Background: an optimization exercise with open tools, aiming at small area, a short achievable clock period and few clock cycles per item. Do not read the settings as production practice.
The RTL was checked by simulation tests, not by an equivalence proof against the original design.
No activity file was given, so power comes from the tool's default toggle rates.

==> design/flow/design.v <==
module surround_downmix_to_pcm16 (
  input  logic               clk_i,
  input  logic               rst_ni,
  input  logic               cfg_valid_i,
  output logic               cfg_ready_o,
  input  logic [1:0]         cfg_index_i,
  input  logic [31:0]        cfg_data_i,
  input  logic               in_valid_i,
  output logic               in_ready_o,
  input  logic signed [31:0] in_sample_value_i,
  input  logic        [2:0]  in_channel_index_i,
  output logic               out_valid_o,
  input  logic               out_ready_i,
  output logic signed [15:0] out_pcm_value_o,
  output logic        [2:0]  out_channel_o,
  output logic               out_frame_last_o
);
  localparam int NP = 3;    
  localparam int NS = 17;   
  logic        dmen_q, dmen_d;
  logic [3:0]  cnt_q, cnt_d;
  logic [31:0] roles_q;
  assign cfg_ready_o = 1'b1;
  always_comb begin
    dmen_d = dmen_q;
    cnt_d  = cnt_q;
    if (cfg_valid_i && cfg_index_i == 2'd0) dmen_d = cfg_data_i[0];
    if (cfg_valid_i && cfg_index_i == 2'd1) cnt_d  = cfg_data_i[3:0];
  end
  always_ff @(posedge clk_i or negedge rst_ni) begin
    if (!rst_ni) begin
      dmen_q  <= 1'b0;
      cnt_q   <= 4'd2;
      roles_q <= '0;
    end else begin
      dmen_q <= dmen_d;
      cnt_q  <= cnt_d;
      if (cfg_valid_i && cfg_index_i == 2'd2) roles_q <= role_codes(cfg_data_i);
    end
  end
  function automatic logic [31:0] role_codes(logic [31:0] r);
    for (int c = 0; c < 8; c++) begin
      case (r[4*c +: 4])
        4'd1:    role_codes[4*c +: 4] = {2'd1, 2'd0};
        4'd2:    role_codes[4*c +: 4] = {2'd0, 2'd1};
        4'd3:    role_codes[4*c +: 4] = {2'd2, 2'd2};
        4'd4:    role_codes[4*c +: 4] = {2'd2, 2'd0};
        4'd5:    role_codes[4*c +: 4] = {2'd0, 2'd2};
        4'd6:    role_codes[4*c +: 4] = {2'd3, 2'd3};
        default: role_codes[4*c +: 4] = 4'd0;
      endcase
    end
  endfunction
  function automatic logic [2:0] last_ch(logic [3:0] c);
    if (c == 4'd0)  last_ch = 3'd0;
    else if (c[3])  last_ch = 3'd7;
    else            last_ch = c[2:0] - 3'd1;
  endfunction
  logic [2:0] nm1;
  logic       dm, dm_d;
  assign nm1  = last_ch(cnt_q);
  assign dm   = dmen_q && (nm1 >= 3'd2);
  assign dm_d = dmen_d && (last_ch(cnt_d) >= 3'd2);
  function automatic logic [19:0] hp_mul(logic [3:0] b);
    case (b)
      4'd1: hp_mul = 20'd46341;
      4'd2: hp_mul = 20'd92682;
      4'd3: hp_mul = 20'd139023;
      4'd4: hp_mul = 20'd185364;
      4'd5: hp_mul = 20'd231705;
      4'd6: hp_mul = 20'd278046;
      4'd7: hp_mul = 20'd324387;
      4'd8: hp_mul = 20'd370728;
      default: hp_mul = 20'd0;
    endcase
  endfunction
  logic [4:0]  kl_c, kr_c, kl_q, kr_q;
  logic [3:0]  bl_c, br_c, bl_q, br_q;
  logic [19:0] dl_q, dr_q, d_q;
  logic [7:0] en_q;
  always_ff @(posedge clk_i) begin
    for (int c = 0; c < 8; c++) en_q[c] <= 3'(c) <= nm1;
  end
  logic [1:0] kl_e [8];
  logic [1:0] kr_e [8];
  logic       bl_e [8];
  logic       br_e [8];
  always_comb begin
    for (int c = 0; c < 8; c++) begin
      logic [1:0] gl, gr;
      gl = roles_q[4*c+2 +: 2];
      gr = roles_q[4*c +: 2];
      kl_e[c] = !en_q[c] ? 2'd0 : (gl == 2'd1) ? 2'd2 : (gl == 2'd3) ? 2'd1 : 2'd0;
      kr_e[c] = !en_q[c] ? 2'd0 : (gr == 2'd1) ? 2'd2 : (gr == 2'd3) ? 2'd1 : 2'd0;
      bl_e[c] = en_q[c] && gl == 2'd2;
      br_e[c] = en_q[c] && gr == 2'd2;
    end
    kl_c = ((5'(kl_e[0]) + 5'(kl_e[1])) + (5'(kl_e[2]) + 5'(kl_e[3]))) +
           ((5'(kl_e[4]) + 5'(kl_e[5])) + (5'(kl_e[6]) + 5'(kl_e[7])));
    kr_c = ((5'(kr_e[0]) + 5'(kr_e[1])) + (5'(kr_e[2]) + 5'(kr_e[3]))) +
           ((5'(kr_e[4]) + 5'(kr_e[5])) + (5'(kr_e[6]) + 5'(kr_e[7])));
    bl_c = ((4'(bl_e[0]) + 4'(bl_e[1])) + (4'(bl_e[2]) + 4'(bl_e[3]))) +
           ((4'(bl_e[4]) + 4'(bl_e[5])) + (4'(bl_e[6]) + 4'(bl_e[7])));
    br_c = ((4'(br_e[0]) + 4'(br_e[1])) + (4'(br_e[2]) + 4'(br_e[3]))) +
           ((4'(br_e[4]) + 4'(br_e[5])) + (4'(br_e[6]) + 4'(br_e[7])));
  end
  always_ff @(posedge clk_i) begin
    kl_q <= kl_c;
    kr_q <= kr_c;
    bl_q <= bl_c;
    br_q <= br_c;
    dl_q <= {kl_q, 15'd0} + hp_mul(bl_q);
    dr_q <= {kr_q, 15'd0} + hp_mul(br_q);
    if (dl_q >= dr_q) d_q <= (dl_q > 20'd65536) ? dl_q : 20'd65536;
    else              d_q <= (dr_q > 20'd65536) ? dr_q : 20'd65536;
  end
  logic        in_ready_q, in_busy_q;
  logic        r1_v, r1_ok, r1_close;
  logic        r1_v_d, r1_ok_d, r1_close_d;
  logic [31:0] r1_x;
  logic [2:0]  r1_ch;
  logic               s1_v, s1_c, s1_v_d, s1_c_d;
  logic [2:0]         s1_gl, s1_gr;      
  logic signed [34:0] s1_x5;
  logic [31:0]        s1_x;
  logic        s2_v, s2_c;
  logic [2:0]  s2_gl, s2_gr;
  logic [31:0] s2_x, s2_t;
  logic signed [40:0] accl_q, accr_q;
  logic               fd_q;
  logic [NP-1:0] busy_q, busy_d;
  logic [4:0]    pcnt_q [NP];
  logic [4:0]    pcnt_d [NP];
  logic [NP-1:0] rrl_q, rrl_d, rrp_q, rrp_d;    
  logic [NP-1:0] rrm_q;                         
  logic [19:0] reml_q [NP];
  logic [19:0] remr_q [NP];
  logic [15:0] shl_q [NP];
  logic [15:0] shr_q [NP];
  logic [NP-1:0] negl_q, negr_q, ovfl_q, ovfr_q;
  logic [1:0]  qv_q;
  logic        ov_n_q;
  logic [15:0] qpcm_q [2];
  logic [2:0]  qch_q [2];
  logic [1:0]  qlast_q;
  assign in_ready_o = !in_busy_q;
  logic rel, ppush, dpush;
  assign rel   = in_ready_q && r1_v && r1_ok;    
  assign ppush = rel && !dm;
  always_comb begin
    if (in_ready_q) begin
      r1_v_d     = in_valid_i;
      r1_ok_d    = in_channel_index_i <= nm1;
      r1_close_d = in_channel_index_i == nm1;
    end else begin
      r1_v_d     = r1_v;
      r1_ok_d    = r1_ok;
      r1_close_d = r1_close;
    end
  end
  always_ff @(posedge clk_i) begin
    if (in_ready_q) begin
      r1_x  <= in_sample_value_i;
      r1_ch <= in_channel_index_i;
    end
  end
  logic [3:0] r1_role;
  logic [2:0] gl_c, gr_c;
  assign r1_role = roles_q[{r1_ch, 2'b00} +: 4];
  assign gl_c = {r1_role[3:2] == 2'd3, r1_role[3:2] == 2'd2, r1_role[3:2] == 2'd1};
  assign gr_c = {r1_role[1:0] == 2'd3, r1_role[1:0] == 2'd2, r1_role[1:0] == 2'd1};
  assign s1_v_d = rel && dm;
  assign s1_c_d = s1_v_d && r1_close;
  always_ff @(posedge clk_i) begin
    s1_gl <= gl_c;
    s1_gr <= gr_c;
    s1_x  <= r1_x;
    s1_x5 <= 35'(signed'(r1_x)) + (35'(signed'(r1_x)) <<< 2);
  end
  logic [47:0] pt1, pt2, pt3, pt4, cs1s, cs1c, cs2s, cs2c, p46;
  assign pt1  = 48'(s1_x5) << 13;
  assign pt2  = 48'(s1_x5) << 10;
  assign pt3  = 48'(signed'(s1_x)) << 8;
  assign pt4  = 48'(s1_x5);
  assign cs1s = pt1 ^ pt2 ^ pt3;
  assign cs1c = ((pt1 & pt2) | (pt1 & pt3) | (pt2 & pt3)) << 1;
  assign cs2s = cs1s ^ cs1c ^ pt4;
  assign cs2c = ((cs1s & cs1c) | (cs1s & pt4) | (cs1c & pt4)) << 1;
  assign p46  = cs2s + cs2c;
  always_ff @(posedge clk_i) begin
    s2_gl <= s1_gl;
    s2_gr <= s1_gr;
    s2_x  <= s1_x;
    s2_t  <= p46[47:16];
  end
  function automatic logic signed [39:0] clamp40(logic signed [40:0] a);
    if (a[40] != a[39]) clamp40 = a[40] ? {1'b1, 39'd0} : {1'b0, {39{1'b1}}};
    else                clamp40 = a[39:0];
  endfunction
  function automatic logic signed [32:0] term(logic [2:0] g, logic [31:0] x, logic [31:0] t);
    logic [32:0] xe, te, xh;
    xe = {x[31], x};
    te = {t[31], t};
    xh = {x[31], x[31], x[31:1]};
    term = ({33{g[0]}} & xe) | ({33{g[1]}} & te) | ({33{g[2]}} & xh);
  endfunction
  logic signed [39:0] effl, effr, basel, baser;
  logic signed [32:0] tl, tr;
  assign effl  = clamp40(accl_q);
  assign effr  = clamp40(accr_q);
  assign basel = fd_q ? '0 : accl_q[39:0];
  assign baser = fd_q ? '0 : accr_q[39:0];
  assign tl    = term(s2_gl, s2_x, s2_t);
  assign tr    = term(s2_gr, s2_x, s2_t);
  always_ff @(posedge clk_i or negedge rst_ni) begin
    if (!rst_ni) begin
      s1_v   <= 1'b0;
      s1_c   <= 1'b0;
      s2_v   <= 1'b0;
      s2_c   <= 1'b0;
      fd_q   <= 1'b0;
      accl_q <= '0;
      accr_q <= '0;
    end else begin
      s1_v <= s1_v_d;
      s1_c <= s1_c_d;
      s2_v <= s1_v;
      s2_c <= s1_c;
      fd_q <= s2_c;
      if (s2_v) begin
        accl_q <= 41'(basel) + 41'(tl);
        accr_q <= 41'(baser) + 41'(tr);
      end else if (fd_q) begin
        accl_q <= '0;
        accr_q <= '0;
      end else begin
        accl_q <= 41'(effl);
        accr_q <= 41'(effr);
      end
    end
  end
  function automatic logic [36:0] div_init(logic signed [39:0] a);
    logic [39:0] m;
    m = a ^ {40{a[39]}};
    div_init = {|m[39:28], 1'b0, m[27:9], m[8:0], 7'd0};
  endfunction
  function automatic logic [35:0] div_step(logic [19:0] rem, logic [15:0] sh, logic [19:0] d,
                                           logic rl, logic neg);
    logic signed [21:0] r2, t;
    logic               q;
    r2 = 22'(signed'({rem, sh[15]}));
    t = r2 + ({22{!rem[19]}} ^ 22'(d)) + 22'(!rem[19]);
    q = !t[21] || (rl && neg && (&t[21:8]));
    div_step = {t[19:0], sh[14:0], q};
  endfunction
  function automatic logic [15:0] pcm_of(logic neg, logic ovf, logic [15:0] q16);
    logic [15:0] v;
    v = ({1'b0, q16[15:1]} ^ {16{neg}}) + 16'(q16[0] ^ neg);
    if (ovf)                pcm_of = neg ? 16'h8000 : 16'h7fff;
    else if (!neg && v[15]) pcm_of = 16'h7fff;
    else                    pcm_of = v;
  endfunction
  logic [36:0] initl, initr;
  assign initl = div_init(effl);
  assign initr = div_init(effr);
  logic [NP-1:0] pdone, rl_q, rl_d;
  always_comb begin
    for (int p = 0; p < NP; p++) pdone[p] = busy_q[p] && (pcnt_q[p] == 5'd0);
  end
  assign dpush = |(pdone & rrp_q) && !qv_q[0];
  always_comb begin
    busy_d = busy_q;
    for (int p = 0; p < NP; p++) begin
      pcnt_d[p] = pcnt_q[p];
      if (fd_q && rrl_q[p]) begin
        busy_d[p] = 1'b1;
        pcnt_d[p] = 5'(NS);
      end else if (dpush && rrp_q[p]) begin
        busy_d[p] = 1'b0;
      end else if (busy_q[p] && pcnt_q[p] != 5'd0) begin
        pcnt_d[p] = pcnt_q[p] - 5'd1;
      end
      rl_d[p] = busy_d[p] && pcnt_d[p] == 5'd1;
    end
    rrl_d = fd_q  ? {rrl_q[NP-2:0], rrl_q[NP-1]} : rrl_q;
    rrp_d = dpush ? {rrp_q[NP-2:0], rrp_q[NP-1]} : rrp_q;
  end
  always_ff @(posedge clk_i or negedge rst_ni) begin
    if (!rst_ni) begin
      busy_q <= '0;
      rl_q   <= '0;
      rrl_q  <= NP'(1);
      rrp_q  <= NP'(1);
      rrm_q  <= NP'(1);
      for (int p = 0; p < NP; p++) pcnt_q[p] <= '0;
    end else begin
      busy_q <= busy_d;
      rl_q   <= rl_d;
      rrl_q  <= rrl_d;
      rrp_q  <= rrp_d;
      rrm_q  <= dpush ? {rrm_q[NP-2:0], rrm_q[NP-1]} : rrm_q;
      for (int p = 0; p < NP; p++) pcnt_q[p] <= pcnt_d[p];
    end
  end
  for (genvar p = 0; p < NP; p++) begin : g_pair
    logic [35:0] stl, str;
    assign stl = div_step(reml_q[p], shl_q[p], d_q, rl_q[p], negl_q[p]);
    assign str = div_step(remr_q[p], shr_q[p], d_q, rl_q[p], negr_q[p]);
    always_ff @(posedge clk_i) begin
      if (fd_q && rrl_q[p]) begin
        ovfl_q[p] <= initl[36];
        ovfr_q[p] <= initr[36];
        negl_q[p] <= effl[39];
        negr_q[p] <= effr[39];
        {reml_q[p], shl_q[p]} <= initl[35:0];
        {remr_q[p], shr_q[p]} <= initr[35:0];
      end else if (busy_q[p] && pcnt_q[p] != 5'd0) begin
        {reml_q[p], shl_q[p]} <= stl;
        {remr_q[p], shr_q[p]} <= str;
        if (rl_q[p]) begin
          ovfl_q[p] <= ovfl_q[p] || shl_q[p][15];
          ovfr_q[p] <= ovfr_q[p] || shr_q[p][15];
        end
      end
    end
  end
  logic signed [24:0] pass_s;
  logic signed [23:0] pass_q;
  logic [15:0]        pass_pcm;
  assign pass_s = 25'(signed'(r1_x[31:8])) + 25'((|r1_x[7:0]) || !r1_x[31]);
  assign pass_q = pass_s[24:1];
  always_comb begin
    if (pass_q > 24'sd32767)       pass_pcm = 16'h7fff;
    else if (pass_q < -24'sd32768) pass_pcm = 16'h8000;
    else                           pass_pcm = pass_q[15:0];
  end
  logic [15:0] w0_pcm, w1_pcm, pl_sel, pr_sel;
  logic [2:0]  w0_ch;
  logic        w0_last;
  logic        nl, nr, ol, orr;
  logic        push1, push2;
  always_comb begin
    nl = 1'b0; nr = 1'b0; ol = 1'b0; orr = 1'b0;
    pl_sel = '0; pr_sel = '0;
    for (int p = 0; p < NP; p++) begin
      if (rrm_q[p]) begin
        nl = negl_q[p]; nr = negr_q[p]; ol = ovfl_q[p]; orr = ovfr_q[p];
        pl_sel = shl_q[p]; pr_sel = shr_q[p];
      end
    end
  end
  assign push1  = dpush || ppush;
  assign push2  = dpush;
  assign w1_pcm = pcm_of(nr, orr, pr_sel);
  always_comb begin
    if (dpush) begin
      w0_pcm  = pcm_of(nl, ol, pl_sel);
      w0_ch   = 3'd0;
      w0_last = 1'b0;
    end else begin
      w0_pcm  = pass_pcm;
      w0_ch   = r1_ch;
      w0_last = r1_close;
    end
  end
  logic [1:0]  nv [2];
  logic [15:0] npcm [2][2];
  logic [2:0]  nch [2][2];
  logic        nlast [2][2];
  always_comb begin
    for (int dq = 0; dq < 2; dq++) begin
      logic [1:0] sv;
      sv = (dq == 1) ? {1'b0, qv_q[1]} : qv_q;
      npcm[dq][1] = qpcm_q[1];  nch[dq][1] = qch_q[1];  nlast[dq][1] = qlast_q[1];
      if (dq == 1) begin
        npcm[dq][0] = qpcm_q[1];  nch[dq][0] = qch_q[1];  nlast[dq][0] = qlast_q[1];
      end else begin
        npcm[dq][0] = qpcm_q[0];  nch[dq][0] = qch_q[0];  nlast[dq][0] = qlast_q[0];
      end
      if (dpush) begin
        nv[dq] = 2'b11;
        npcm[dq][0] = w0_pcm;  nch[dq][0] = w0_ch;  nlast[dq][0] = w0_last;
        npcm[dq][1] = w1_pcm;  nch[dq][1] = 3'd1;   nlast[dq][1] = 1'b1;
      end else if (ppush) begin
        nv[dq] = {sv[0], 1'b1};
        if (sv[0]) begin
          npcm[dq][1] = w0_pcm;  nch[dq][1] = w0_ch;  nlast[dq][1] = w0_last;
        end else begin
          npcm[dq][0] = w0_pcm;  nch[dq][0] = w0_ch;  nlast[dq][0] = w0_last;
        end
      end else begin
        nv[dq] = sv;
      end
    end
  end
  logic deq;
  assign deq = qv_q[0] && out_ready_i;
  always_ff @(posedge clk_i or negedge rst_ni) begin
    if (!rst_ni) begin
      qv_q   <= '0;
      ov_n_q <= 1'b1;
    end else begin
      qv_q   <= deq ? nv[1] : nv[0];
      ov_n_q <= deq ? !nv[1][0] : !nv[0][0];
    end
  end
  always_ff @(posedge clk_i) begin
    for (int i = 0; i < 2; i++) begin
      qpcm_q[i]  <= deq ? npcm[1][i]  : npcm[0][i];
      qch_q[i]   <= deq ? nch[1][i]   : nch[0][i];
      qlast_q[i] <= deq ? nlast[1][i] : nlast[0][i];
    end
  end
  assign out_valid_o      = !ov_n_q;
  assign out_pcm_value_o  = qpcm_q[0];
  assign out_channel_o    = qch_q[0];
  assign out_frame_last_o = qlast_q[0];
  logic [NP-1:0] pbusy_d, pnear_d;
  logic          take_d0, take_d1;
  always_comb begin
    for (int p = 0; p < NP; p++) begin
      pbusy_d[p] = busy_d[p] && rrl_d[p];
      pnear_d[p] = pcnt_d[p] <= 5'd3;
    end
  end
  logic near, spaced_d;
  assign near     = !(accl_q[40:38] == 3'b000 || accl_q[40:38] == 3'b111) ||
                    !(accr_q[40:38] == 3'b000 || accr_q[40:38] == 3'b111);
  assign spaced_d = !near || (!s1_v_d && !s1_v);
  function automatic logic take_fn(logic v, logic ok, logic close, logic dmx, logic [1:0] qv,
                                   logic cfree, logic pbusy, logic pnear);
    if (!v || !ok)      take_fn = 1'b1;
    else if (!dmx)      take_fn = !qv[1];
    else if (!spaced_d) take_fn = 1'b0;
    else if (!close)    take_fn = 1'b1;
    else                take_fn = cfree && (!pbusy || (pnear && !qv[0]));
  endfunction
  logic cfree_d, pb_d, pn_d;
  assign cfree_d = !s1_c_d && !s1_c && !s2_c;
  assign pb_d    = |pbusy_d;
  assign pn_d    = |(pbusy_d & pnear_d);
  assign take_d0 = take_fn(r1_v_d, r1_ok_d, r1_close_d, dm_d, nv[0], cfree_d, pb_d, pn_d);
  assign take_d1 = take_fn(r1_v_d, r1_ok_d, r1_close_d, dm_d, nv[1], cfree_d, pb_d, pn_d);
  always_ff @(posedge clk_i or negedge rst_ni) begin
    if (!rst_ni) begin
      in_ready_q <= 1'b1;
      in_busy_q  <= 1'b0;
      r1_v       <= 1'b0;
      r1_ok      <= 1'b0;
      r1_close   <= 1'b0;
    end else begin
      in_ready_q <= deq ? take_d1 : take_d0;
      in_busy_q  <= deq ? !take_d1 : !take_d0;
      r1_v       <= r1_v_d;
      r1_ok      <= r1_ok_d;
      r1_close   <= r1_close_d;
    end
  end
endmodule
==> design/flow/run.sh <==
#!/bin/bash
# synth_recipe.tcl (not shown) runs the flow's synth.tcl, then flattens the netlist and writes it again
# the make line also repeats each setting of config.mk as NAME=value (left out here)
make -C /OpenROAD-flow-scripts/flow DESIGN_CONFIG=/design/flow/config.mk WORK_HOME=/design/flow/orfs CLKGATE_MAP_FILE= SYNTH_SCRIPT=/design/flow/synth_recipe.tcl finish
==> design/flow/config.mk <==
export PLATFORM = sky130hd
export DESIGN_NAME = surround_downmix_to_pcm16
export DESIGN_NICKNAME = surround_downmix_to_pcm16
export VERILOG_FILES = /design/flow/design.v
export SDC_FILE = /design/flow/constraint.sdc
export NUM_CORES = 4
export LEC_CHECK = 0
export CAP_MARGIN = 20
export CORE_MARGIN = 2
export CORE_UTILIZATION = 40
export SLEW_MARGIN = 20
==> design/flow/constraint.sdc <==
create_clock -name core_clock -period 12.0 [get_ports {clk_i}]
set_input_delay 2.4000 -clock core_clock [delete_from_list [all_inputs] [get_ports {clk_i}]]
set_output_delay 2.4000 -clock core_clock [all_outputs]
set_load 0.01 [all_outputs]
==> results of run 1 <==
## cells in the mapped netlist, drive strengths merged (13+ instances only)
library cell / n
o21ai: 310
inv: 301
nor2: 276
xnor2: 311
o41ai: 16
xor2: 124
a211oi: 43
o21a: 55
o211ai: 24
dfrtp: 156
a21oi: 401
clkbuf: 184
o22ai: 85
and2: 24
o21bai: 27
a22oi: 25
nand4: 45
a222oi: 62
nor3: 107
buf: 41
o31ai: 49
a21o: 114
ha: 346
or3: 30
a21boi: 13
a31o: 23
nand3: 136
a2111oi: 16
edfxtp: 255
o311ai: 13
fa: 100
and3: 29
a31oi: 46
a22o: 13
nor2b: 154
o2111ai: 19
nand2: 506
nand3b: 49
nand2b: 46
dfxtp: 274
mux2i: 41
nor4: 28
or2: 14
## state kept, by name (all words and copies together), names as in the netlist, 15 cells and up, named ones only
signal	cells
s1_x	31
pcnt_q	15
shr_q	48
s1_x5	33
qpcm_q	32
s2_t	32
shl_q	48
r1_x	32
s2_x	32
accl_q	41
accr_q	41
remr_q	60
roles_q	32
reml_q	60
## per-layer routing
metal  up-vias  wire, µm
li1      18400         -
met3       176      8010
met4         0      4320
met1     18500     63300
met5         -         0
met2      1123     58800
## worst register-to-register path: cells and delay by family (launching register included)
family	cells	cell delay, ns
AO/OA/AOI/OAI	9	2.43
XOR/XNOR	1	0.17
adder cells (fa/ha/maj)	1	0.34
buffers and inverters	1	0.73
flip-flops	1	0.66
AND/OR/NAND/NOR	1	0.21
## worst max path at each step
stage                   start  slack [ns]          end  cells after the start
6_report                 fd_q        7.31   accr_q[37]                     13
5_1_grt              s2_gl[0]        6.89   accl_q[38]                     13
4_1_cts                  fd_q        7.31   accr_q[37]                     13
3_5_place_dp   cfg_index_i[1]        7.08    in_busy_q                     13
3_3_place_gp   cfg_index_i[1]        7.05    in_busy_q                     13
2_1_floorplan     out_ready_i        7.56  qch_q[1][0]                      3
## cells by family (layout without fill, tap and decap cells)
logic type | count (synthesis) | in the layout
fa+ha+maj | 448 | 448
flops | 691 | 691
buf+inv | 527 | 594
xor+xnor | 435 | 435
other cells | 1 | 2
mux | 58 | 58
compound gates | 1439 | 1439
simple gates | 1491 | 1491
## layout make-up
type | count | area [µm²]
Inverter | 302 | 1130
Clock inverter | 33 | 319
Tap cell | 1524 | 1910
Multi-Input combinational cell | 3873 | 27600
Fill cell | 11200 | 64200
Clock buffer | 114 | 2320
Timing Repair Buffer | 145 | 1330
Sequential cell | 691 | 17200
## power groups by stage
stage	clock network, mW	logic (mW)	registers [mW]
detailed placement	0	8.65	3.84
global placement	0	8.55	3.84
finish	2.48	8.76	3.80
floorplan	0	6.48	3.55
CTS	2.52	8.73	3.80
global route	2.61	9.75	3.88
## stage by stage
step                      cell area, µm²  worst slack, ns  cells  power [mW]
final                              51800             7.31   6682        15.0
after detailed placement           49200             7.08   6535        12.5
after floorplan                    46700             7.56   5091        10.0
after global placement             49200             7.05   6535        12.4
after global routing               51800             6.89   6682        16.2
after CTS                          51800             7.31   6682        15.1
==> flow_metrics.tcl, run 1 <==
set metrics [dict create \
    status "no timing/DRC/antenna violations" \
    dr.pass1.iters 7 \
    cts_hold_buf 0 \
    cts_setup_buffers 0 \
    layout_commonest_cell "nand2_1" \
    p_clk_frac 0.165 \
    critical_path_class "reg -> reg" \
    critical_path_buf_inv_count 1 \
    fin_crit_ns 4.69 \
    synthCells 5090 \
    die_width_um 346 \
    ys.flop_type "dfxtp_1" \
    crit_path_cell_trace "buf_4 > nor2b_1 > ha_1 > a211oi_1 > o21bai_1 > a2111oi_4 > o22ai_1 > a31o_2 > o311ai_1 > o2111ai_1 > a21oi_1 > xor2_1 > o22ai_1" \
    cap_viol_max_count 0 \
    crit_path_frequent_cell "o22ai_1" \
    worstHoldStart "s1_gr[1]" \
    tns_ns 0 \
    power.internal_mw 8.18 \
    grtUsageMet3 0.0287 \
    yosys.area_share.adder 0.136 \
    synth-simple-area-share 0.156 \
    post_drt_via_cell_ratio 5.72 \
    globalRouteOverflowTotal 0 \
    synth_area_leaders "edfxtp_1 16%, dfxtp_1 12%, ha_1 9.3%" \
    p_per_area_nw_per_um2 290 \
    synth_area_um2 46700 \
    ctsResizeCount 0 \
    synth_compound_area_frac 0.201 \
    die_h_um 346 \
    drc 0 \
    r2r_slack_ns 7.31 \
    htreeDepth 3 \
    rr_startpoint "fd_q" \
    whs_path_depth 0 \
    ir_drop_uv 214 \
    die_area_um2 120000 \
    synth_top_area_share 0.164 \
    first_global_vias 36500 \
    slew_headroom 0.272 \
    slew_violations 0 \
    clock_sinks 691 \
    routed_wl_um 134000 \
    synth_cell_types 104 \
    dp_hpwl_um 99400 \
    whs_endpoint "s2_gr[1]" \
    synth_seq_area_share 0.368 \
    globalplace.congestion 0.911 \
    swShare 0.456 \
    grt-busiest-layer "met2" \
    path_clk_slew_ns 0.06 \
    syn_area_per_cell_um2 9.18 \
    crit_fanout 68 \
    start_kind "flip-flop" \
    initial_core_util 0.403 \
    crit_slowest_cell "buf_4" \
    core_region_area_um2 116000 \
    portBuffers 95 \
    final_cell_mix "496 x nand2_1, 399 x a21oi_1, 346 x ha_1" \
    layout.nets 5614 \
    grt_antenna_before_repair 1 \
    synth_area_leader_cell "edfxtp_1" \
    slowest_delay_ns 0.71 \
    synthMuxAreaShare 0.0148 \
    timing.hold.ws_ns 0.325 \
    p_leak_nw 21.1 \
    hold_class "reg -> reg" \
    io_pins 97 \
    ys_ff_latch 691 \
    drt_iter0_markers 3656 \
    vias 38200 \
    post-route-period-util 0.391 \
    numCtsBuffers 81 \
    diodes 0 \
    grt_max_degree 88 \
    path_delay_family "compound AO/OA/AOI/OAI gates" \
    p_comb_frac 0.582 \
    p_sw_mw 6.86 \
    grt_first_pass_wirelength_um 211000 \
    synthXorXnorAreaFrac 0.0815 \
    worst_ep_arrival_time_ns 5.17 \
    sequentialPowerShare 0.253 \
    syn2layout_area_growth_pct 10.9 \
    worst_clock_skew_ns 0.0362 \
    wire_per_inst_um 20.1 \
    cts_root_buffer "clkbuf_16" \
    synthArstFlopShare 0.234 \
    ff2ff_path_depth 13 \
    r2r_end "accr_q[37]" \
    grt_usage 0.220 \
    clockBufferDepth 3 \
    synth_top_family_by_area "compound AO/OA/AOI/OAI gates" \
    rsz0062_at_grt "false" \
    clock_latency_ns 0.67 \
    cts_tree "done" \
    endpoint_kind "flip-flop" \
    use_met1 0.318 \
    synth_edf_count 255 \
    setup_viol 0 \
    antenna_left 0 \
    required_ns 12.48 \
    finalHoldViolCount 0 \
    fmax_mhz 213 \
    rows 125 \
    final_layout_size_suffix_gt1_frac 0.0556 \
    final_util 0.446 \
    use_met2 0.340 \
    yosys_warnings 17 \
    tightest_slew_ns 1.08 \
]
Testbench counts, summed over its fixed seeds: cycles 11,512, items 8,960.
==> inputs of run 2 (changes only) <==
--- a/design/flow/config.mk
+++ b/design/flow/config.mk
@@ -7,5 +7,6 @@
 export LEC_CHECK = 0
 export CAP_MARGIN = 20
 export CORE_MARGIN = 2
-export CORE_UTILIZATION = 40
+export CORE_UTILIZATION = 50
+export PLACE_DENSITY = 0.8
 export SLEW_MARGIN = 20
==> run 2 against run 1 <==
Critical path depth up 1. Die area down 20%. Combinational power about the same. Non-clock buffer count down 5. Cell count down 4.3%. First-iteration DRC count up 20%. Wire length down 3.7%. Maximum frequency down 3.0%. Global-route usage up 4.5 points. Cell area down 1.0%. Critical path type unchanged.
==> flow_metrics.tcl, run 2 <==
set metrics [dict create \
    status "no timing/DRC/antenna violations" \
    synth_top_area_share 0.164 \
    cts_hold_buf 0 \
    yosys_warnings 17 \
    finalHoldViolCount 0 \
    numCtsBuffers 74 \
    r2r_slack_ns 7.17 \
    critical_path_buf_inv_count 1 \
    r2r_end "accl_q[38]" \
    crit_path_frequent_cell "a21o_1" \
    die_area_um2 95900 \
    synth_cell_types 104 \
    core_region_area_um2 92900 \
    io_pins 97 \
    grt_max_degree 94 \
    p_leak_nw 21.0 \
    final_cell_mix "496 x nand2_1, 399 x a21oi_1, 346 x ha_1" \
    path_depth 14 \
    final_layout_size_suffix_gt1_frac 0.0525 \
    layout.nets 5602 \
    worst_clock_skew_ns 0.0320 \
    ys_ff_latch 691 \
    synthArstFlopShare 0.234 \
    dr.pass1.iters 12 \
    hold_class "reg -> reg" \
    rr_startpoint "fd_q" \
    post-route-period-util 0.402 \
    post_drt_via_cell_ratio 6.14 \
    ctsResizeCount 0 \
    startpoint "fd_q" \
    die_width_um 310 \
    grt_first_pass_wirelength_um 203000 \
    die_h_um 310 \
    ff2ff_path_depth 14 \
    start_kind "flip-flop" \
    path_clk_slew_ns 0.07 \
    worst_ep_arrival_time_ns 5.30 \
    crit_end "accl_q[38]" \
    rsz0062_at_grt "false" \
    pre_cts_ws_ns 6.89 \
    ir_drop_uv 241 \
    cts_tree "done" \
    slew_headroom 0.229 \
    clock_sinks 691 \
    crit_slowest_cell "dfrtp_2" \
    tightest_slew_ns 1.15 \
    grt_antenna_before_repair 1 \
    synth_area_um2 46700 \
    path_delay_family "compound AO/OA/AOI/OAI gates" \
    initial_core_util 0.503 \
    p_per_area_nw_per_um2 291 \
    setup_ws_ns 7.17 \
    tns_ns 0 \
    rows 112 \
    antenna_left 0 \
    yosysMostFrequentCell "nand2_1" \
    cts_setup_buffers 0 \
    dp_hpwl_um 94100 \
    setup_viol 0 \
    syn2layout_area_growth_pct 9.76 \
    required_ns 12.47 \
    crit_path_cell_trace "buf_4 > nor2b_1 > ha_1 > fa_1 > a21o_1 > a21o_1 > a21oi_1 > o21bai_1 > a211oi_1 > nor3_1 > a2111oi_0 > o31ai_1 > xnor2_1 > o22ai_1" \
    clock_latency_ns 0.64 \
    slew_violations 0 \
    wire_per_inst_um 20.3 \
    cts_root_buffer "clkbuf_16" \
    globalRouteOverflowTotal 0 \
    netlist_top_cells_count "503 x nand2_1, 400 x a21oi_1, 346 x ha_1, 311 x xnor2_1, 297 x inv_1" \
    htreeDepth 3 \
    first_global_vias 37200 \
    vias 39200 \
    routed_wl_um 130000 \
    crit_fanout 63 \
    synth_seq_area_share 0.368 \
    syn_area_per_cell_um2 9.18 \
    synth_edf_count 255 \
    critical_path_class "reg -> reg" \
    place_inst 6259 \
    slowest_delay_ns 0.75 \
    diodes 0 \
    drt_iter0_markers 4388 \
    endpoint_kind "flip-flop" \
    cap_viol_max_count 0 \
    ys.flop_type "dfxtp_1" \
    fin_crit_ns 4.83 \
    fmax_mhz 207 \
    globalplace.congestion 0.986 \
    clockBufferDepth 3 \
    layout_commonest_cell "nand2_1" \
    drc 0 \
    synth_area_leader_cell "edfxtp_1" \
    synth_area_leaders "edfxtp_1 16%, dfxtp_1 12%, ha_1 9.3%" \
    layout.cells.non_filler 6393 \
    portBuffers 95 \
    synthCells 5090 \
    grt_usage 0.265 \
]
==> run 2: cell types whose count changed in the layout (fill, tap and decap cells not counted), moves of 2 or more <==
cell / previous run / this run
clkbuf_1: 19 / 10
buf_4: 50 / 44
clkbuf_16: 84 / 79
clkbuf_8: 10 / 6
clkinv_2: 15 / 12
clkinv_4: 1 / 4
dfxtp_1: 271 / 274
dfxtp_2: 3 / 0
clkinvlp_4: 4 / 2
inv_4: 0 / 2
inv_6: 3 / 5
==> run 2: kinds of logic (layout without fill, tap and decap cells) <==
group                    after synthesis  after routing  synth area share
other                                  1              2         0.0000803
buffers and inverters                527            575            0.0431
flip-flops                           691            691             0.368
multiplexers                          58             58            0.0148
AND/OR/NAND/NOR                     1491           1491             0.156
XOR/XNOR                             435            435            0.0815
AO/OA/AOI/OAI                       1439           1439             0.201
adder cells (fa/ha/maj)              448            448             0.136
==> run 2: cell type report <==
class,instances,area (µm²)
Fill cell,7981,41600
Multi-Input combinational cell,3873,27600
Sequential cell,691,17200
Clock buffer,95,2100
Tap cell,1254,1570
Timing Repair Buffer,140,1290
Inverter,302,1130
Clock inverter,38,405
==> run 2: power by group <==
group	total [mW]	switching, mW	internal (mW)
Combinational	8.74	5.16	3.58
Clock	2.37	1.01	1.36
Sequential	3.82	0.647	3.17
Total	14.9	6.82	8.11
==> run 2: layer usage <==
layer  GRT usage  wire length (µm)
met3      0.0440             11800
met1       0.358             53900
met4       0.116              5860
met2       0.420             58000
met5           0                 0
==> run 2: how the worst min path moves through the flow <==
| stage | start | to | slack, ns | cells after the start |
|---|---|---|---|---|
| after global placement | s1_gr[1] | s2_gr[1] | 0.31 | 0 |
| after global routing | flip-flop | dr_q[4] | 0.32 | 0 |
| after floorplan | flip-flop | dl_q[10] | 0.31 | 0 |
| final | flip-flop | dr_q[4] | 0.32 | 0 |
| after CTS | flip-flop | dr_q[4] | 0.32 | 0 |
| after detailed placement | flip-flop | dr_q[10] | 0.31 | 0 |
==> run 2: stage by stage <==
| step | power, mW | instance area, µm² | utilization | hold slack (ns) |
|---|---|---|---|---|
| 2_1_floorplan | 10.0 | 46700 | - | 0.310 |
| 3_3_place_gp | 12.1 | 48800 | 0.525 | 0.310 |
| 3_5_place_dp | 12.3 | 48800 | 0.525 | 0.312 |
| 4_1_cts | 14.8 | 51300 | 0.552 | 0.322 |
| 5_1_grt | 16.0 | 51300 | 0.552 | 0.324 |
| 6_report | 14.9 | 51300 | 0.552 | 0.323 |
==> run 2: worst register-to-register path: cells and delay by family, from the launching register on <==
| family | cells | cell delay (ns) |
|---|---|---|
| adders and majority gates | 2 | 0.66 |
| and+or+nand+nor | 2 | 0.31 |
| AOI/OAI and AO/OA | 8 | 2.07 |
| xor gates and xnor gates | 1 | 0.17 |
| DFF | 1 | 0.75 |
| buffers and inverters | 1 | 0.70 |
==> inputs of run 3 (changes only) <==
--- a/design/flow/design.v
+++ b/design/flow/design.v
@@ -204,12 +204,10 @@
     xh = {x[31], x[31], x[31:1]};
     term = ({33{g[0]}} & xe) | ({33{g[1]}} & te) | ({33{g[2]}} & xh);
   endfunction
-  logic signed [39:0] effl, effr, basel, baser;
+  logic signed [39:0] effl, effr;
   logic signed [32:0] tl, tr;
   assign effl  = clamp40(accl_q);
   assign effr  = clamp40(accr_q);
-  assign basel = fd_q ? '0 : accl_q[39:0];
-  assign baser = fd_q ? '0 : accr_q[39:0];
   assign tl    = term(s2_gl, s2_x, s2_t);
   assign tr    = term(s2_gr, s2_x, s2_t);
   always_ff @(posedge clk_i or negedge rst_ni) begin
@@ -227,9 +225,12 @@
       s2_v <= s1_v;
       s2_c <= s1_c;
       fd_q <= s2_c;
-      if (s2_v) begin
-        accl_q <= 41'(basel) + 41'(tl);
-        accr_q <= 41'(baser) + 41'(tr);
+      if (s2_v && fd_q) begin
+        accl_q <= 41'(tl);
+        accr_q <= 41'(tr);
+      end else if (s2_v) begin
+        accl_q <= {accl_q[39], accl_q[39:0]} + 41'(tl);
+        accr_q <= {accr_q[39], accr_q[39:0]} + 41'(tr);
       end else if (fd_q) begin
         accl_q <= '0;
         accr_q <= '0;
==> run 3 against run 2 <==
Power barely moved. Area after synthesis fell by 0.22%. Still clean. Clock-buffer cell count rose by 7. Cell count rose by 0.66%. Utilization fell by 0.079 points. Flip-flop and latch count did not move. Combinational power fell by 0.7%. First-iteration DRC count rose by 2.8%. Largest cell class unchanged. Synthesized cell count rose by 0.73%. Clock power rose by 3%. Critical path depth rose by 1.
==> flow_metrics.tcl, run 3 <==
set metrics [dict create \
    numCtsBuffers 76 \
    vias 39700 \
    final_layout_size_suffix_gt1_frac 0.0513 \
    endpoint_kind "flip-flop" \
    fin_crit_ns 4.77 \
    p_leak_nw 21.1 \
    hold_class "reg -> reg" \
    synth_top_area_share 0.164 \
    slew_headroom 0.255 \
    drt_iter0_markers 4512 \
    layout.nets 5639 \
    dr.pass1.iters 7 \
    slowest_delay_ns 0.63 \
    synth_edf_count 255 \
    rsz0062_at_grt "false" \
    ys.flop_type "dfxtp_1" \
    drc 0 \
    die_h_um 309 \
    cts_tree "done" \
    grt_max_degree 84 \
    worst_ep_arrival_time_ns 5.29 \
    synth_cell_types 102 \
    synthArstFlopShare 0.234 \
    synth_area_leader_cell "edfxtp_1" \
    finalHoldViolCount 0 \
    timing.hold.ws_ns 0.316 \
    antenna_left 0 \
    critical_path_buf_inv_count 1 \
    ir_drop_uv 207 \
    clockBufferDepth 3 \
    layout_commonest_cell "nand2_1" \
    cts_hold_buf 0 \
    final_util 0.551 \
    crit_path_frequent_cell "a21oi_1" \
    fin_area_um2 51200 \
    start_kind "flip-flop" \
    synth_area_um2 46600 \
    synth_seq_area_share 0.369 \
    tns_ns 0 \
    syn_area_per_cell_um2 9.09 \
    crit_path_cell_trace "a222oi_1 > inv_1 > ha_1 > fa_1 > a21o_1 > a21oi_1 > o21ai_0 > a32oi_1 > a21oi_1 > o21ai_1 > o21ai_1 > a31o_2 > a21oi_1 > mux2i_1 > a211oi_1" \
    diodes 0 \
    initial_core_util 0.502 \
    setup_ws_ns 7.23 \
    first_global_vias 37600 \
    htreeDepth 3 \
    cts_setup_buffers 0 \
    cap_viol_max_count 0 \
    netlist_top_cells_count "526 x nand2_1, 432 x a21oi_1, 360 x o21ai_0, 348 x nor2_1, 346 x ha_1" \
    synth_area_leaders "edfxtp_1 16%, dfxtp_1 12%, ha_1 9.3%" \
    worst_clock_skew_ns 0.0263 \
    grt_antenna_before_repair 0 \
    io_pins 97 \
    syn2layout_area_growth_pct 9.84 \
    fmax_mhz 210 \
    globalplace.congestion 0.995 \
    grt_first_pass_wirelength_um 206000 \
    crit_fanout 32 \
    routed_wl_um 132000 \
    wl_met3_um 12600 \
    ys_ff_latch 691 \
    post-route-period-util 0.398 \
    critical_path_class "reg -> reg" \
    wire_per_inst_um 20.5 \
    clock_sinks 691 \
    post_drt_via_cell_ratio 6.16 \
    final_cell_mix "520 x nand2_1, 430 x a21oi_1, 359 x o21ai_0" \
    p_per_area_nw_per_um2 291 \
    portBuffers 95 \
    ctsResizeCount 0 \
    yosys_warnings 17 \
    die_area_um2 95700 \
    pre_cts_ws_ns 7.31 \
    globalRouteOverflowTotal 0 \
    cts_root_buffer "clkbuf_16" \
    wl_met1_um 54700 \
    core_region_area_um2 92900 \
    crit_slowest_cell "dfxtp_1" \
    setup_viol 0 \
    yosysMostFrequentCell "nand2_1" \
    status "no timing/DRC/antenna violations" \
    place_area_um2 48600 \
    tightest_slew_ns 1.11 \
    required_ns 12.52 \
    maxUsedRoutingLayer "met4" \
    die_width_um 309 \
    rows 112 \
    grt_usage 0.270 \
    dp_hpwl_um 95400 \
    clock_latency_ns 0.64 \
    synthCells 5127 \
    path_clk_slew_ns 0.07 \
    wl_met2_um 58000 \
    path_delay_family "compound AO/OA/AOI/OAI gates" \
    slew_violations 0 \
]
[run 3: cell count changes after synthesis, moves of 20 or more]
cell     change
nor2b_1     -96
nor2_1      +75
o21ai_0     +65
o22ai_1     -38
a21oi_1     +32
nand2_1     +23
xnor2_1     +21
inv_1       -20
[run 3: path summary, 6_finish.rpt]
check,startpoint,end,slack [ns],depth (start not counted)
setup / recovery,s2_gr[0],accr_q[38],7.23,15
hold / removal,flip-flop,dl_q[12],0.32,0
setup reg to reg,s2_gr[0],accr_q[38],7.23,15
hold reg to reg,flip-flop,dl_q[12],0.32,0
max in group asynchronous,rst_ni,accl_q[22],8.26,3
min in group asynchronous,rst_ni,roles_q[31],1.69,1
[run 3: power breakdown]
part | internal (mW) | total [mW] | switching (mW)
sequential | 3.15 | 3.80 | 0.649
clock | 1.41 | 2.44 | 1.03
combinational | 3.57 | 8.68 | 5.11
total | 8.13 | 14.9 | 6.79
[run 3: worst reg2reg max path, stage by stage, from the launching register on]
cell and delay (ns):
dfxtp_1 0.63, a222oi_1 0.55, inv_1 0.09, ha_1 0.22, fa_1 0.42, a21o_1 0.21
a21oi_1 0.26, o21ai_0 0.19, a32oi_1 0.30, a21oi_1 0.17, o21ai_1 0.41, o21ai_1 0.26
a31o_2 0.30, a21oi_1 0.29, mux2i_1 0.12, a211oi_1 0.26
[run 3: logic make-up (layout without fill, tap and decap cells)]
kind of cell / count (synthesis) / in the layout / synth area share
and+or+nand+nor: 1492 / 1492 / 0.151
AOI/OAI and AO/OA: 1479 / 1479 / 0.201
DFF: 691 / 691 / 0.369
buffers and inverters: 503 / 556 / 0.0417
adders and majority gates: 448 / 448 / 0.136
xor gates and xnor gates: 437 / 437 / 0.0821
muxes: 76 / 76 / 0.0189
other: 1 / 2 / 0.0000804
[run 3: per-layer routing]
metal | track usage | vias to the layer above
met4 | 0.124 | 0
met5 | 0 | -
li1 | - | 18500
met1 | 0.370 | 18800
met3 | 0.0463 | 324
met2 | 0.419 | 2012
[run 3: layout make-up]
class	count	area, µm²
fillers	7950	41700
multi-input cells	3934	27500
flip-flops and latches	691	17200
clock buffers	102	2200
well taps	1254	1570
repair buffers	134	1240
inverters	282	1060
clock inverters	38	384
[run 3: through the flow]
stage | total power, mW | std cells
2_1_floorplan | 9.97 | 5128
3_3_place_gp | 12.0 | 6294
3_5_place_dp | 12.3 | 6294
4_1_cts | 14.8 | 6434
5_1_grt | 16.0 | 6435
6_report | 14.9 | 6435
Testbench counts of run 3, summed over its fixed seeds: cycles 11,512, items 8,960.
==> inputs of run 4 (changes only) <==
--- a/design/flow/design.v
+++ b/design/flow/design.v
@@ -125,6 +125,7 @@
   logic [31:0]        s1_x;
   logic        s2_v, s2_c;
   logic [2:0]  s2_gl, s2_gr;
+  logic [2:0]  s2_gln, s2_grn;    
   logic [31:0] s2_x, s2_t;
   logic signed [40:0] accl_q, accr_q;
   logic               fd_q;
@@ -188,8 +189,10 @@
   assign cs2c = ((cs1s & cs1c) | (cs1s & pt4) | (cs1c & pt4)) << 1;
   assign p46  = cs2s + cs2c;
   always_ff @(posedge clk_i) begin
-    s2_gl <= s1_gl;
-    s2_gr <= s1_gr;
+    s2_gl  <= s1_gl;
+    s2_gr  <= s1_gr;
+    s2_gln <= ~s1_gl;
+    s2_grn <= ~s1_gr;
     s2_x  <= s1_x;
     s2_t  <= p46[47:16];
   end
@@ -208,8 +211,13 @@
   logic signed [32:0] tl, tr;
   assign effl  = clamp40(accl_q);
   assign effr  = clamp40(accr_q);
-  assign tl    = term(s2_gl, s2_x, s2_t);
-  assign tr    = term(s2_gr, s2_x, s2_t);
+  logic signed [32:0] tla, tlb, tra, trb;
+  assign tla   = term(s2_gl, s2_x, s2_t);
+  assign tlb   = term(~s2_gln, s2_x, s2_t);
+  assign tra   = term(s2_gr, s2_x, s2_t);
+  assign trb   = term(~s2_grn, s2_x, s2_t);
+  assign tl    = {tlb[32:16], tla[15:0]};
+  assign tr    = {trb[32:16], tra[15:0]};
   always_ff @(posedge clk_i or negedge rst_ni) begin
     if (!rst_ni) begin
       s1_v   <= 1'b0;
==> run 4 against run 3 <==
Clock-buffer cell count grew 1. First-iteration DRC count shrank 8.0%. Sequential power about the same. Wire length barely moved. Cell area up 1.7%. Worst hold slack improved by 0.0082 ns.
==> flow_metrics.tcl, run 4 <==
set metrics [dict create \
    post-route-period-util 0.382 \
    clockBufferDepth 3 \
    synth_area_leaders "edfxtp_1 16%, dfxtp_1 12%, ha_1 9.1%" \
    io_pins 97 \
    synth_area_leader_cell "edfxtp_1" \
    grt_first_pass_wirelength_um 210000 \
    r2r_slack_ns 7.41 \
    first_global_vias 38500 \
    numCtsBuffers 77 \
    status "no timing/DRC/antenna violations" \
    synth_seq_area_share 0.366 \
    diodes 0 \
    cap_viol_max_count 0 \
    slew_headroom 0.266 \
    worst_ep_arrival_time_ns 4.98 \
    synth_edf_count 255 \
    final_cell_mix "480 x nand2_1, 364 x a21oi_1, 360 x o21ai_0" \
    finalHoldViolCount 0 \
    cts_root_buffer "clkbuf_16" \
    path_clk_slew_ns 0.06 \
    hold_class "reg -> reg" \
    die_width_um 312 \
    yosysMostFrequentCell "nand2_1" \
    fmax_mhz 218 \
    start_kind "flip-flop" \
    ctsResizeCount 0 \
    dr.pass1.iters 6 \
    layout.cells.non_filler 6444 \
    ff2ff_path_depth 14 \
    globalplace.congestion 0.976 \
    drc 0 \
    die_h_um 312 \
    r2r_end "qpcm_q[0][14]" \
    drt_iter0_markers 4151 \
    cts_tree "done" \
    tightest_slew_ns 1.10 \
    slew_violations 0 \
    wire_per_inst_um 20.4 \
    tns_ns 0 \
    final_util 0.557 \
    rr_startpoint "rrm_q[2]" \
    crit_fanout 33 \
    syn_area_per_cell_um2 9.26 \
    syn2layout_area_growth_pct 9.98 \
    synth_area_um2 47400 \
    cts_hold_buf 0 \
    htreeDepth 3 \
    grt_usage 0.266 \
    vias 39500 \
    startpoint "rrm_q[2]" \
    yosys_warnings 17 \
    portBuffers 95 \
    rows 112 \
    fillers 8154 \
    fin_area_um2 52100 \
    p_leak_nw 21.1 \
    clock_latency_ns 0.65 \
    core_region_area_um2 93600 \
    antenna_left 0 \
    endpoint_kind "flip-flop" \
    globalRouteOverflowTotal 0 \
    grt_max_degree 89 \
    post_drt_via_cell_ratio 6.12 \
    routed_wl_um 132000 \
    p_per_area_nw_per_um2 293 \
    required_ns 12.39 \
    synthCells 5113 \
    netlist_top_cells_count "487 x nand2_1, 364 x a21oi_1, 361 x o21ai_0, 346 x ha_1, 321 x xnor2_1" \
    setup_viol 0 \
    crit_end "qpcm_q[0][14]" \
    critical_path_class "reg -> reg" \
    die_area_um2 97200 \
    worst_clock_skew_ns 0.0354 \
    ys.flop_type "dfxtp_1" \
    clock_sinks 697 \
    synth_top_area_share 0.162 \
    synth_cell_types 126 \
    ys_ff_latch 697 \
    fin_crit_ns 4.59 \
    layout_commonest_cell "nand2_1" \
    cts_setup_buffers 0 \
    grt_antenna_before_repair 1 \
    synthArstFlopShare 0.232 \
    rsz0062_at_grt "false" \
    place_inst 6300 \
    dp_hpwl_um 97100 \
    place_area_um2 49400 \
    final_layout_size_suffix_gt1_frac 0.0601 \
    initial_core_util 0.506 \
    ir_drop_uv 420 \
    layout.nets 5645 \
]
-- run 4: worst min-delay path by stage --
stage | slack (ns) | endpoint | startpoint | cells past startpoint
3_3_place_gp | 0.31 | dl_q[10] | flip-flop | 0
5_1_grt | 0.33 | dr_q[14] | flip-flop | 0
4_1_cts | 0.33 | dr_q[12] | flip-flop | 0
3_5_place_dp | 0.31 | dr_q[12] | flip-flop | 0
6_report | 0.32 | dr_q[11] | flip-flop | 0
2_1_floorplan | 0.31 | dl_q[10] | flip-flop | 0
-- run 4: report_power, final --
part,switching [mW],total [mW],leakage [nW],internal [mW]
combinational,5.22,8.94,13.2,3.72
clock,1.05,2.52,1.34,1.47
sequential,0.619,3.80,6.50,3.18
total,6.89,15.3,21.1,8.37
-- run 4: cells by family after synthesis --
family	share of synthesized area
fa+ha+maj	0.134
mux	0.0229
flops	0.366
simple gates	0.149
xor+xnor	0.0817
compound gates	0.203
buf+inv	0.0428
other cells	0.0000792
-- run 4: critical path, cell delays in order (launching register included) --
cell and delay (ns):
dfrtp_1 0.80, buf_4 0.44, nand2b_1 0.17, o31ai_4 0.08, buf_4 0.32, xnor2_1 0.19, ha_1 0.26, ha_1 0.20
a21boi_1 0.42, nand4_1 0.28, or3_1 0.43, mux2i_1 0.17, a21oi_1 0.09, a31oi_1 0.35, o22ai_1 0.12
-- run 4: layout make-up --
cell class	instances	area, µm²	area share
clock inverter	41	450	0.00865
multi-input combinational	3910	28100	0.539
clock buffer	103	2260	0.0433
timing repair buffer	142	1310	0.0250
sequential	697	17300	0.333
tap	1254	1570	0.0301
inverter	297	1110	0.0214
-- run 4: stage by stage --
step | power (mW) | setup WS [ns] | hold WS, ns
final | 15.3 | 7.41 | 0.324
after global routing | 16.4 | 7.16 | 0.332
after detailed placement | 12.6 | 7.40 | 0.312
after global placement | 12.4 | 7.41 | 0.312
after CTS | 15.2 | 7.52 | 0.325
after floorplan | 10.2 | 7.56 | 0.310
-- run 4: per-layer routing --
metal | GRT usage | wire [µm]
met5 | 0 | 0
met4 | 0.116 | 6020
met3 | 0.0435 | 10400
met2 | 0.440 | 61600
met1 | 0.344 | 53700
Testbench counts of run 4, summed over its fixed seeds: cycles 11,512, items 8,960.
==> inputs of run 5 (changes only) <==
--- a/design/flow/config.mk
+++ b/design/flow/config.mk
@@ -7,6 +7,5 @@
 export LEC_CHECK = 0
 export CAP_MARGIN = 20
 export CORE_MARGIN = 2
-export CORE_UTILIZATION = 50
-export PLACE_DENSITY = 0.8
+export CORE_UTILIZATION = 40
 export SLEW_MARGIN = 20
==> run 5 against run 4 <==
Still clean. First-iteration DRC count down 24%. Synthesized cell count unchanged. Global-route usage fell by 4.4 points. Power rose by 1.7%.
==> flow_metrics.tcl, run 5 <==
set metrics [dict create \
    status "no timing/DRC/antenna violations" \
    clockBufferDepth 3 \
    whs_path_depth 0 \
    crit_fanout 16 \
    setup_viol 0 \
    synth_area_leaders "edfxtp_1 16%, dfxtp_1 12%, ha_1 9.1%" \
    htreeDepth 3 \
    fmax_mhz 216 \
    required_ns 12.54 \
    endpoint_kind "flip-flop" \
    initial_core_util 0.402 \
    slew_headroom 0.214 \
    whs_endpoint "dl_q[13]" \
    ctsResizeCount 0 \
    synthCells 5113 \
    post-route-period-util 0.387 \
    place_area_um2 49700 \
    rows 126 \
    vias 38600 \
    die_width_um 348 \
    r2r_slack_ns 7.36 \
    pre_cts_ws_ns 7.42 \
    syn2layout_area_growth_pct 11.2 \
    yosys_warnings 17 \
    ir_drop_uv 376 \
    dr.pass1.iters 8 \
    netlist_top_cells_count "487 x nand2_1, 364 x a21oi_1, 361 x o21ai_0, 346 x ha_1, 321 x xnor2_1" \
    grt_antenna_before_repair 0 \
    finalPower_mw 15.5 \
    drt_iter0_markers 3142 \
    r2r_end "accr_q[38]" \
    p_clk_frac 0.173 \
    post_drt_via_cell_ratio 5.72 \
    start_kind "flip-flop" \
    rr_startpoint "s2_gr[0]" \
    core_region_area_um2 118000 \
    die_area_um2 121000 \
    timing.hold.ws_ns 0.322 \
    slowest_delay_ns 0.53 \
    antenna_left 0 \
    synth_area_um2 47400 \
    critical_path_class "reg -> reg" \
    final_cell_mix "481 x nand2_1, 364 x a21oi_1, 360 x o21ai_0" \
    synth_area_leader_cell "edfxtp_1" \
    synthArstFlopShare 0.232 \
    clock_sinks 697 \
    finalHoldViolCount 0 \
    power.internal_mw 8.48 \
    tightest_slew_ns 1.17 \
    layout_commonest_cell "nand2_1" \
    cap_viol_max_count 0 \
    grt_first_pass_wirelength_um 213000 \
    crit_slowest_cell "a311oi_2" \
    worst_ep_arrival_time_ns 5.17 \
    synth_edf_count 255 \
    drc 0 \
    dp_hpwl_um 102000 \
    slew_violations 0 \
    ys.flop_type "dfxtp_1" \
    tns_ns 0 \
    clock_latency_ns 0.68 \
    synth_cell_types 126 \
    wire_per_inst_um 20.4 \
    final_layout_size_suffix_gt1_frac 0.0613 \
    p_comb_frac 0.581 \
    numCtsBuffers 82 \
    path_clk_slew_ns 0.06 \
    cts_hold_buf 0 \
    synth_seq_area_share 0.366 \
    cts_root_buffer "clkbuf_16" \
    portBuffers 95 \
    p_leak_nw 21.2 \
    p_per_area_nw_per_um2 295 \
    fin_crit_ns 4.64 \
    globalplace.congestion 0.921 \
    hold_class "reg -> reg" \
    syn_area_per_cell_um2 9.26 \
    globalRouteOverflowTotal 0 \
    ys_ff_latch 697 \
    layout.cells.non_filler 6738 \
    rsz0062_at_grt "false" \
    yosysMostFrequentCell "nand2_1" \
    worst_clock_skew_ns 0.0440 \
    cts_tree "done" \
    fin_area_um2 52700 \
    crit_path_cell_trace "a222oi_1 > inv_1 > ha_1 > fa_1 > a211oi_1 > o21a_1 > o21ai_0 > a311oi_2 > a21oi_1 > o41ai_2 > nor3_1 > o31ai_1 > nand3_1 > and3_1" \
    grt_max_degree 70 \
    layout.nets 5650 \
    io_pins 97 \
    grt_usage 0.223 \
    synth_top_area_share 0.162 \
    ff2ff_path_depth 14 \
    swShare 0.454 \
    p_sw_mw 7.04 \
    final_util 0.447 \
    die_h_um 348 \
    sequentialPowerShare 0.245 \
    first_global_vias 37000 \
    cts_setup_buffers 0 \
    place_inst 6581 \
    routed_wl_um 138000 \
    setup_ws_ns 7.36 \
]
## run 5: cell counts after synthesis
Identical to the previous run, type by type.
## run 5: worst max-delay path, delay by kind of cell (launching register included)
| family | cells | cell delay [ns] |
|---|---|---|
| buffers and inverters | 1 | 0.09 |
| adder cells (fa/ha/maj) | 2 | 0.64 |
| AO/OA/AOI/OAI | 8 | 2.83 |
| AND/OR/NAND/NOR | 3 | 0.47 |
| flip-flops | 1 | 0.47 |
## run 5: worst max-delay path by stage
stage / startpoint / end / slack [ns] / cells after the start
2_1_floorplan: out_ready_i / qch_q[1][0] / 7.56 / 3
3_3_place_gp: out_ready_i / in_ready_q / 7.40 / 5
3_5_place_dp: out_ready_i / in_ready_q / 7.42 / 5
4_1_cts: s2_gr[0] / accr_q[36] / 7.38 / 14
5_1_grt: s2_gr[0] / accr_q[38] / 6.99 / 14
6_report: s2_gr[0] / accr_q[38] / 7.36 / 14
## run 5: layout make-up
class | count | area, µm²
fill | 11200 | 65100
multi-input combinational | 3910 | 28100
sequential | 697 | 17300
clock buffer | 114 | 2440
tap | 1536 | 1920
timing repair buffer | 142 | 1310
inverter | 297 | 1110
clock inverter | 40 | 492
antenna | 2 | 5.00
## run 5: kinds of logic after synthesis
family,synth area share
muxes,0.0229
xor gates and xnor gates,0.0817
AOI/OAI and AO/OA,0.203
and+or+nand+nor,0.149
buffers and inverters,0.0428
adders and majority gates,0.134
DFF,0.366
other,0.0000792
## run 5: layer usage
layer  track usage  vias up  wire, µm
li1              -    18600         -
met1         0.298    18700     60700
met2         0.375     1101     65100
met3        0.0237      212      7480
met4        0.0724        0      4220
met5             0        -         0
## run 5: power groups by stage
stage                     logic (mW)  registers (mW)  clock network, mW
after floorplan                 6.67            3.57                  0
after global placement          8.78            3.85                  0
after detailed placement        8.89            3.86                  0
after CTS                       8.96            3.82               2.75
after global routing            10.0            3.87               2.83
final                           9.02            3.81               2.69

[afterwards: timing with drivers on the ports]
How much do the figures lean on ideal ports? The routed layouts below were timed once more, with nothing changed but the port constraints.
Step 1, drivers: a clkbuf_16 drives clk_i and a buf_2 each remaining input, both assumed.
Step 2 adds t to the input delays and takes it off the output delays; t is the mean of the earliest and latest rising clock arrival at the registers after step 1. Input paths then give back, and output paths get back, about the clock's delay inside the block.
Three values: ideal, step 1, step 2; two values: the first two.
run	shift t [ns]	setup slack, ns	worst register clock-pin slew, ns
run 1	0.716	7.313 / 7.313 / 7.029	0.07 / 0.07
run 2	0.690	7.170 / 7.170 / 6.813	0.07 / 0.07
run 3	0.694	7.228 / 7.228 / 7.228	0.07 / 0.07
run 4	0.705	7.415 / 7.415 / 7.327	0.07 / 0.07
run 5	0.729	7.362 / 7.362 / 7.362	0.07 / 0.07
After both steps every run listed still meets setup and hold. For run 2, which loses most, drivers alone change the setup slack by 0.000 ns; drivers and shift together by -0.357 ns.
